Source: an optimization exercise on an open RTL-to-GDS flow (aim: small area and a short achievable clock period). Production flows keep margins and buffers that such runs may drop. Function was checked by simulation only, so behaviour that the tests miss may differ from the original. Power is estimated from default activity; no workload was simulated.

[flow/config.mk]
export PLATFORM = sky130hd
export DESIGN_NAME = fir_tap_regfile
export DESIGN_NICKNAME = fir_tap_regfile
export VERILOG_FILES = /design/flow/design.v
export SDC_FILE = /design/flow/constraint.sdc
export NUM_CORES = 4
export LEC_CHECK = 0
export CAP_MARGIN = 20
export CORE_MARGIN = 2
export CORE_UTILIZATION = 30
export PLACE_DENSITY = 0.45
export SETUP_SLACK_MARGIN = 0.3
export SLEW_MARGIN = 20
export SYNTH_MEMORY_MAX_BITS = 8192
[flow/constraint.sdc]
create_clock -name core_clock -period 5.0 [get_ports {clk2}]
set_input_delay 1.0000 -clock core_clock [delete_from_list [all_inputs] [get_ports {clk2}]]
set_output_delay 1.0000 -clock core_clock [all_outputs]
set_load 0.01 [all_outputs]
[flow/design.v]
package fir_rf_pkg;
   localparam logic WMODE_ABS  = 1'b0;
   localparam logic WMODE_PUSH = 1'b1;
   localparam logic RMODE_ABS  = 1'b0;
   localparam logic RMODE_TAP  = 1'b1;
   localparam int DEF_WIDTH = 16;
   localparam int DEF_DEPTH = 64;
   localparam int DEF_NCH   = 4;
   function automatic int unsigned tap_to_phys(input int unsigned head,
                                               input int unsigned tap,
                                               input int unsigned depth);
      tap_to_phys = ((head - 32'd1 - tap) & (depth - 32'd1));
   endfunction
endpackage
module fir_rf_ptr
#(
   parameter int DEPTH  = fir_rf_pkg::DEF_DEPTH,
   parameter int ADDR_W = $clog2(DEPTH)
) (
   input  logic              clk2,
   input  logic              rst,
   input  logic              push_i,
   input  logic              clr_i,
   input  logic [ADDR_W-1:0] tap_i,
   output logic [ADDR_W-1:0] head_o,
   output logic [ADDR_W-1:0] phys_o,
   output logic              tap_hit_o,
   output logic              full_o
);
   localparam logic [ADDR_W:0] FULL_CNT = (ADDR_W+1)'(DEPTH);
   logic [ADDR_W-1:0] head_q, head_d;
   logic [ADDR_W:0]   count_q, count_d;
   logic              full_q, full_d;
   always_ff @(posedge clk2) begin
      if (rst) begin
         head_q  <= '0;
         count_q <= '0;
         full_q  <= 1'b0;
      end else begin
         head_q  <= head_d;
         count_q <= count_d;
         full_q  <= full_d;
      end
   end
   always_comb begin
      head_d  = head_q;
      count_d = count_q;
      if (clr_i) begin
         head_d  = '0;
         count_d = '0;
      end else if (push_i) begin
         head_d = head_q + ADDR_W'(1);
         if (count_q != FULL_CNT) begin
            count_d = count_q + (ADDR_W+1)'(1);
         end
      end
      full_d = (count_d == FULL_CNT);
   end
   assign head_o    = head_q;
   assign phys_o    = head_q - ADDR_W'(1) - tap_i;   
   assign tap_hit_o = ({1'b0, tap_i} < count_q);
   assign full_o    = full_q;
endmodule
module fir_tap_regfile
#(
   parameter int WIDTH  = fir_rf_pkg::DEF_WIDTH,
   parameter int DEPTH  = fir_rf_pkg::DEF_DEPTH,
   parameter int NCH    = fir_rf_pkg::DEF_NCH,
   parameter int ADDR_W = $clog2(DEPTH),
   parameter int CH_W   = (NCH > 1) ? $clog2(NCH) : 1
) (
   input  logic                    clk2,
   input  logic                    rst,
   input  logic                    wen,
   input  logic                    wmode,
   input  logic [CH_W-1:0]         wch,
   input  logic [ADDR_W-1:0]       waddr,
   input  logic signed [WIDTH-1:0] din,
   input  logic                    ren,
   input  logic                    rmode,
   input  logic [CH_W-1:0]         rch,
   input  logic [ADDR_W-1:0]       raddr,
   output logic signed [WIDTH-1:0] dout,
   output logic                    dout_vld,
   input  logic                    clr,
   input  logic [CH_W-1:0]         clr_ch,
   output logic [NCH-1:0]          full
);
   logic signed [WIDTH-1:0] mem_q [NCH][DEPTH];
   logic [ADDR_W-1:0]       head_w [NCH];
   logic [ADDR_W-1:0]       phys_w [NCH];
   logic [NCH-1:0]          tap_hit_w;
   logic signed [WIDTH-1:0] dout_q, dout_d;
   logic                    vld_q;
   logic                    push_clr_collide;
   logic                    mem_we;
   logic [ADDR_W-1:0]       mem_waddr;
   logic [ADDR_W-1:0]       rd_addr;
   logic                    abs_bypass;
   for (genvar c = 0; c < NCH; c++) begin : g_ch
      logic push_c;
      logic clr_c;
      assign push_c = wen && (wmode == fir_rf_pkg::WMODE_PUSH) && (wch == CH_W'(c));
      assign clr_c  = clr && (clr_ch == CH_W'(c));
      fir_rf_ptr #(.DEPTH(DEPTH), .ADDR_W(ADDR_W)) u_ptr (
         .clk2      (clk2),
         .rst       (rst),
         .push_i    (push_c),
         .clr_i     (clr_c),
         .tap_i     (raddr),
         .head_o    (head_w[c]),
         .phys_o    (phys_w[c]),
         .tap_hit_o (tap_hit_w[c]),
         .full_o    (full[c])
      );
   end
   assign push_clr_collide = clr && (clr_ch == wch);
   assign mem_we    = wen && !rst && ((wmode == fir_rf_pkg::WMODE_ABS) || !push_clr_collide);
   assign mem_waddr = (wmode == fir_rf_pkg::WMODE_PUSH) ? head_w[wch] : waddr;
   always_ff @(posedge clk2) begin
      if (mem_we) begin
         mem_q[wch][mem_waddr] <= din;
      end
   end
   assign rd_addr    = (rmode == fir_rf_pkg::RMODE_TAP) ? phys_w[rch] : raddr;
   assign abs_bypass = (rmode == fir_rf_pkg::RMODE_ABS) && wen && (wmode == fir_rf_pkg::WMODE_ABS) &&
                       (wch == rch) && (waddr == raddr);
   always_comb begin
      dout_d = mem_q[rch][rd_addr];
      if (abs_bypass) begin
         dout_d = din;
      end else if ((rmode == fir_rf_pkg::RMODE_TAP) && !tap_hit_w[rch]) begin
         dout_d = '0;
      end
   end
   always_ff @(posedge clk2) begin
      if (rst) begin
         dout_q <= '0;
         vld_q  <= 1'b0;
      end else begin
         vld_q <= ren;
         if (ren) begin
            dout_q <= dout_d;
         end
      end
   end
   assign dout     = dout_q;
   assign dout_vld = vld_q;
endmodule
[flow/run.sh]
#!/bin/bash
# synth_recipe.tcl (not shown) runs the flow's synth.tcl, then flattens the netlist and writes it again
# the make line also repeats each setting of config.mk as NAME=value (left out here)
make -C /OpenROAD-flow-scripts/flow DESIGN_CONFIG=/design/flow/config.mk WORK_HOME=/design/flow/orfs CLKGATE_MAP_FILE= SYNTH_SCRIPT=/design/flow/synth_recipe.tcl finish
==> flow_results.org <==
** Global route
- Number of global-route vias before repair :: 107,000
- GRT Overall Usage :: 20.8%
- Total global routing overflow :: 0
- The initial antenna violation count came to 35.
- The first global-routing pass estimated 852,000 um of wire.
- Entering global routing, the biggest net connects 138 pins.

** Finish
- The final layout contains 13,700 nets.
- Final non-filler cell total :: 21,500
- Most frequent standard cell in the layout excluding fill and tap cells :: edfxtp_1
- Most used cells in the layout excluding fill and tap cells :: edfxtp_1, nand2_1, nand3_1
- After routing the design area is 205,000 um2.
- Area growth from synthesis to layout :: 22.0%
- Once layout is complete, the utilization of the core stands at 36.8%.
- Share of post-route cells with drive strength above 1 :: 18.4%

** STA
- Hold timing on the final database bottoms out at a slack of 0.350 ns.
- Fin worst setup slack :: 0.329 ns
- Slew margin rel. :: 15.0%
- Adding up every negative setup slack in the final design gives 0 ns.
- Max-slew violation count :: 0
- The smallest clock period supported by the final layout is computed as 4.67 ns.
- Worst setup skew after layout :: 0.103 ns
- The number of failing hold endpoints at the final stage came to 0.
- Based on the critical path, the design can be clocked at up to 214 MHz.
- In the finished design, the share of the clock period the worst path needs comes to 93.4%.
- RSZ-0062 raised after global routing :: yes
- Worst-margin pin slew :: 1.27 ns
- Setup Viol. Count Final :: 0

** Placement
- Counting tap cells, the placed design contains a total of 20,600 instances.
- The count of buffers added on input and output ports is 61.
- Routability cong. :: 0.866
- After detailed placement, the total cell area comes to 190,000 um2.
- DP Wirelength :: 396,000 um
- OpenSTA, run right after detailed placement, puts the worst setup slack at -1.51 ns.

** Clock network
- Clock latency at the later pin of the worst-skew pair :: 1.05 ns
- Sink Count :: 4,169
- H-tree level count :: 5
- TritonCTS built the clock tree.
- After clock tree synthesis, the clock-pin slew on the worst setup and hold paths is 0.06 ns.
- Number of buffers inserted during clock tree synthesis :: 449
- The longest clock path from root to sink contains 4 buffers.
- Clock Tree Root :: clkbuf_16

** Route
- TritonRoute pass-1 iters :: 6
- After detailed routing, the number of vias per cell comes to 5.17.
- DR iter-0 viols :: 12,300
- Across all layers, the routed design uses 111,000 vias.
- Wire per inst :: 28.3 um
- Number of design rule violations left after detail routing :: 0
- Once detail routing completed, the nets flagged for antenna violations numbered 0.
- The final layout contains routed wiring with a total length of 608,000 um.

** Floorplanning
- The die covers 566,000 um2.
- I/O Pins :: 62
- The die is 752 um tall.
- Once the floorplan was initialized, standard cells occupied 30.1% of the core.
- The floorplan step defined a core boundary enclosing 557,000 um2.
- The floorplan step set the die width to 752 um.
- The floorplan has 274 rows.

** Synthesis
- A synthesized cell averages 13.6 um2.
- FFs w/ async S/R, synth :: 0%
- The synthesized design contains 4,169 register bits.
- Number of synthesis warnings :: 4
- Primary flip-flop cell chosen by synthesis mapping :: edfxtp_1
- Synth Net Count :: 12,500
- Number of instances in the synthesized netlist :: 12,400
- Of the synthesized area, sequential elements account for 74.1%.
- In this run the cell area of the synthesized design comes to 168,000 um2.
- Number of synthesized flops with an enable pin :: 4,096
- Count of distinct cell types in the synthesized netlist :: 92

** Worst setup path
- The setup path with the least slack is of type in -> reg.
- Worst Setup Start Kind :: primary input
- Most used cell, CP :: buf_4
- Worst setup EP type :: register
- Worst-case reg-to-reg path depth :: 16
- Critical path arrival :: 5.61 ns
- Data on the critical path is required at its endpoint by 5.94 ns.
- List of cells traversed by the critical path :: clkdlybuf4s50_1 > inv_2 > ha_1 > buf_4 > nand3_1 > a21boi_0 > o32ai_2 > buf_4 > nor4_4 > buf_4 > clkbuf_16 > buf_4 > nand3_1 > a21oi_1 > o211ai_1 > buf_4 > o2111ai_4 > nor4_4 > buf_4 > nand4_1 > buf_4 > o21ai_1
- Family with the most delay on the worst path :: buffers and inverters
- Maximum fanout encountered on the critical timing path :: 13
- Biggest cell delay along the critical path :: 0.58 ns
- Together, buffers and inverters on the worst path number 10.
- Counting buffers and inverters, the worst setup path is 22 cells deep.
- Slowest-stage cell, CP :: a21oi_1

** Power and ir drop
- In this run the static leakage power is 69.9 nW.
- Sum of internal, switching and leakage power :: 80.6 mW
- Worst-case vdd ir drop :: 0.324 mV
- Cell area power density :: 393 nW/um2

** Flow run
- Number of max-cap violations :: 0

** Run status
- Status :: no timing/DRC/antenna violations

** Min path
- Along the worst hold path, the cell count comes to 1.
- Worst hold path class :: in -> reg
==> power breakdown <==
part / switching, mW / leakage (nW) / total, mW / internal, mW
clock network: 14.2 / 6.84 / 32.4 / 18.1
logic: 6.41 / 25.7 / 9.73 / 3.32
registers: 0.0846 / 37.4 / 38.5 / 38.4
total: 20.7 / 69.9 / 80.6 / 59.9
==> synth_stat cells, types with 18 or more instances <==
cell type / number / share of area, %
or4_1: 20 / 0.089
o21bai_1: 18 / 0.080
buf_1: 127 / 0.28
xor2_1: 30 / 0.16
edfxtp_1: 4096 / 73
o21ai_1: 30 / 0.089
dfxtp_1: 73 / 0.87
nand2_1: 2937 / 6.6
a211oi_1: 90 / 0.40
mux2i_1: 177 / 1.1
a21oi_1: 507 / 1.5
nor2_1: 597 / 1.3
nor4_1: 43 / 0.16
mux4_2: 125 / 1.7
a31oi_1: 136 / 0.51
o21ai_0: 170 / 0.51
a32oi_1: 27 / 0.14
and3_1: 209 / 0.78
buf_4: 76 / 0.34
buf_6: 25 / 0.17
a311oi_1: 167 / 0.87
inv_1: 38 / 0.085
o211ai_1: 22 / 0.098
nand3_1: 1309 / 3.9
o2111ai_1: 27 / 0.14
nand4_1: 63 / 0.23
a22oi_1: 77 / 0.34
nor3_1: 110 / 0.33
clkbuf_1: 311 / 0.69
a221oi_1: 153 / 0.80
buf_2: 307 / 0.91
xnor2_1: 28 / 0.15
ha_1: 52 / 0.39
==> worst paths after layout <==
check,to,startpoint,slack (ns)
worst max-delay path,dout_q[9],raddr[2],0.33
worst min-delay path,mem_q[103][13],din[13],0.35
worst max register to register,dout_q[12],g_ch[0].u_ptr.head_q[0],0.35
worst min register to register,g_ch[1].u_ptr.count_q[1],g_ch[1].u_ptr.count_q[1],0.49
==> what timing repair did <==
item                       4_1_cts  5_1_grt
cloned                           2        1
gates resized for setup         40       33
setup endpoints to repair       15       16
hold buffers                     0        0
buffers inserted                 4        2
pin swaps                        9        2
==> worst register-to-register path, delay by kind of cell, from the launching register on <==
family / cells / cell delay [ns]
simple gates: 5 / 1.41
compound gates: 3 / 0.45
mux: 1 / 0.39
flops: 1 / 0.36
fa+ha+maj: 2 / 0.67
buf+inv: 5 / 1.25
==> layer usage <==
metal / routed length (um) / part of all wire (%) / global-route usage, % / up-vias
li1: - / - / - / 48900
met1: 273000 / 45 / 30.3 / 57500
met2: 272000 / 45 / 32.0 / 3848
met3: 43600 / 7.2 / 3.40 / 758
met4: 19000 / 3.1 / 5.81 / 6
met5: 40 / 0.0066 / 0 / -
==> flip-flops by register name, summed over array words and instances, names as in the netlist <==
signal	count
vld_q	1
mem_q	4096
dout_q	16
g_ch.u_ptr.count_q	28
g_ch.u_ptr.head_q	24
g_ch.u_ptr.full_q	4
==> cell families (layout without fill, tap and decap cells) <==
logic type / Yosys count / after routing / share of synthesized area (%)
mux: 309 / 309 / 2.78
fa+ha+maj: 56 / 56 / 0.435
compound gates: 1536 / 1536 / 6.08
simple gates: 5378 / 5378 / 13.8
buf+inv: 889 / 2506 / 2.52
xor+xnor: 58 / 58 / 0.302
flops: 4169 / 4169 / 74.1
other cells: 0 / 10 / 0
==> cell type report <==
class / instances / area (um2)
antenna: 10 / 25.0
clock buffer: 568 / 11800
clock inverter: 247 / 2120
fill: 53500 / 353000
inverter: 39 / 146
multi-input combinational: 7337 / 40100
sequential: 4169 / 124000
tap: 7452 / 9320
timing repair buffer: 1652 / 16900

==> what the ideal ports hide <==
In the flow no input, the clock included, has a driving cell. The finished layout below was timed again as built, in two steps. Step 1 sets driving cells, clkbuf_16 on the clock port and buf_2 on the other inputs (assumed; they add their load-dependent delay and slew). Step 2 adds t to the input delays and takes it off the output delays; t is the mean of the earliest and latest rising clock arrival at the registers after step 1. Input paths then give back, and output paths get back, about the clock's delay inside the block. a / b / c = ideal / step 1 / step 2; a / b = the first two.
shift t [ns]: 1.139
slack for setup (ns): 0.329 / 0.349 / -0.712
hold WS [ns]: 0.350 / 0.292 / 0.492
worst setup path after step 2: input to register
clock arrival spread, ns: 0.115 / 0.115
With both steps, setup timing fails in this run, where it was met with ideal ports. The setup slack of this run moves by +0.020 ns with the drivers and by -1.041 ns with both steps.
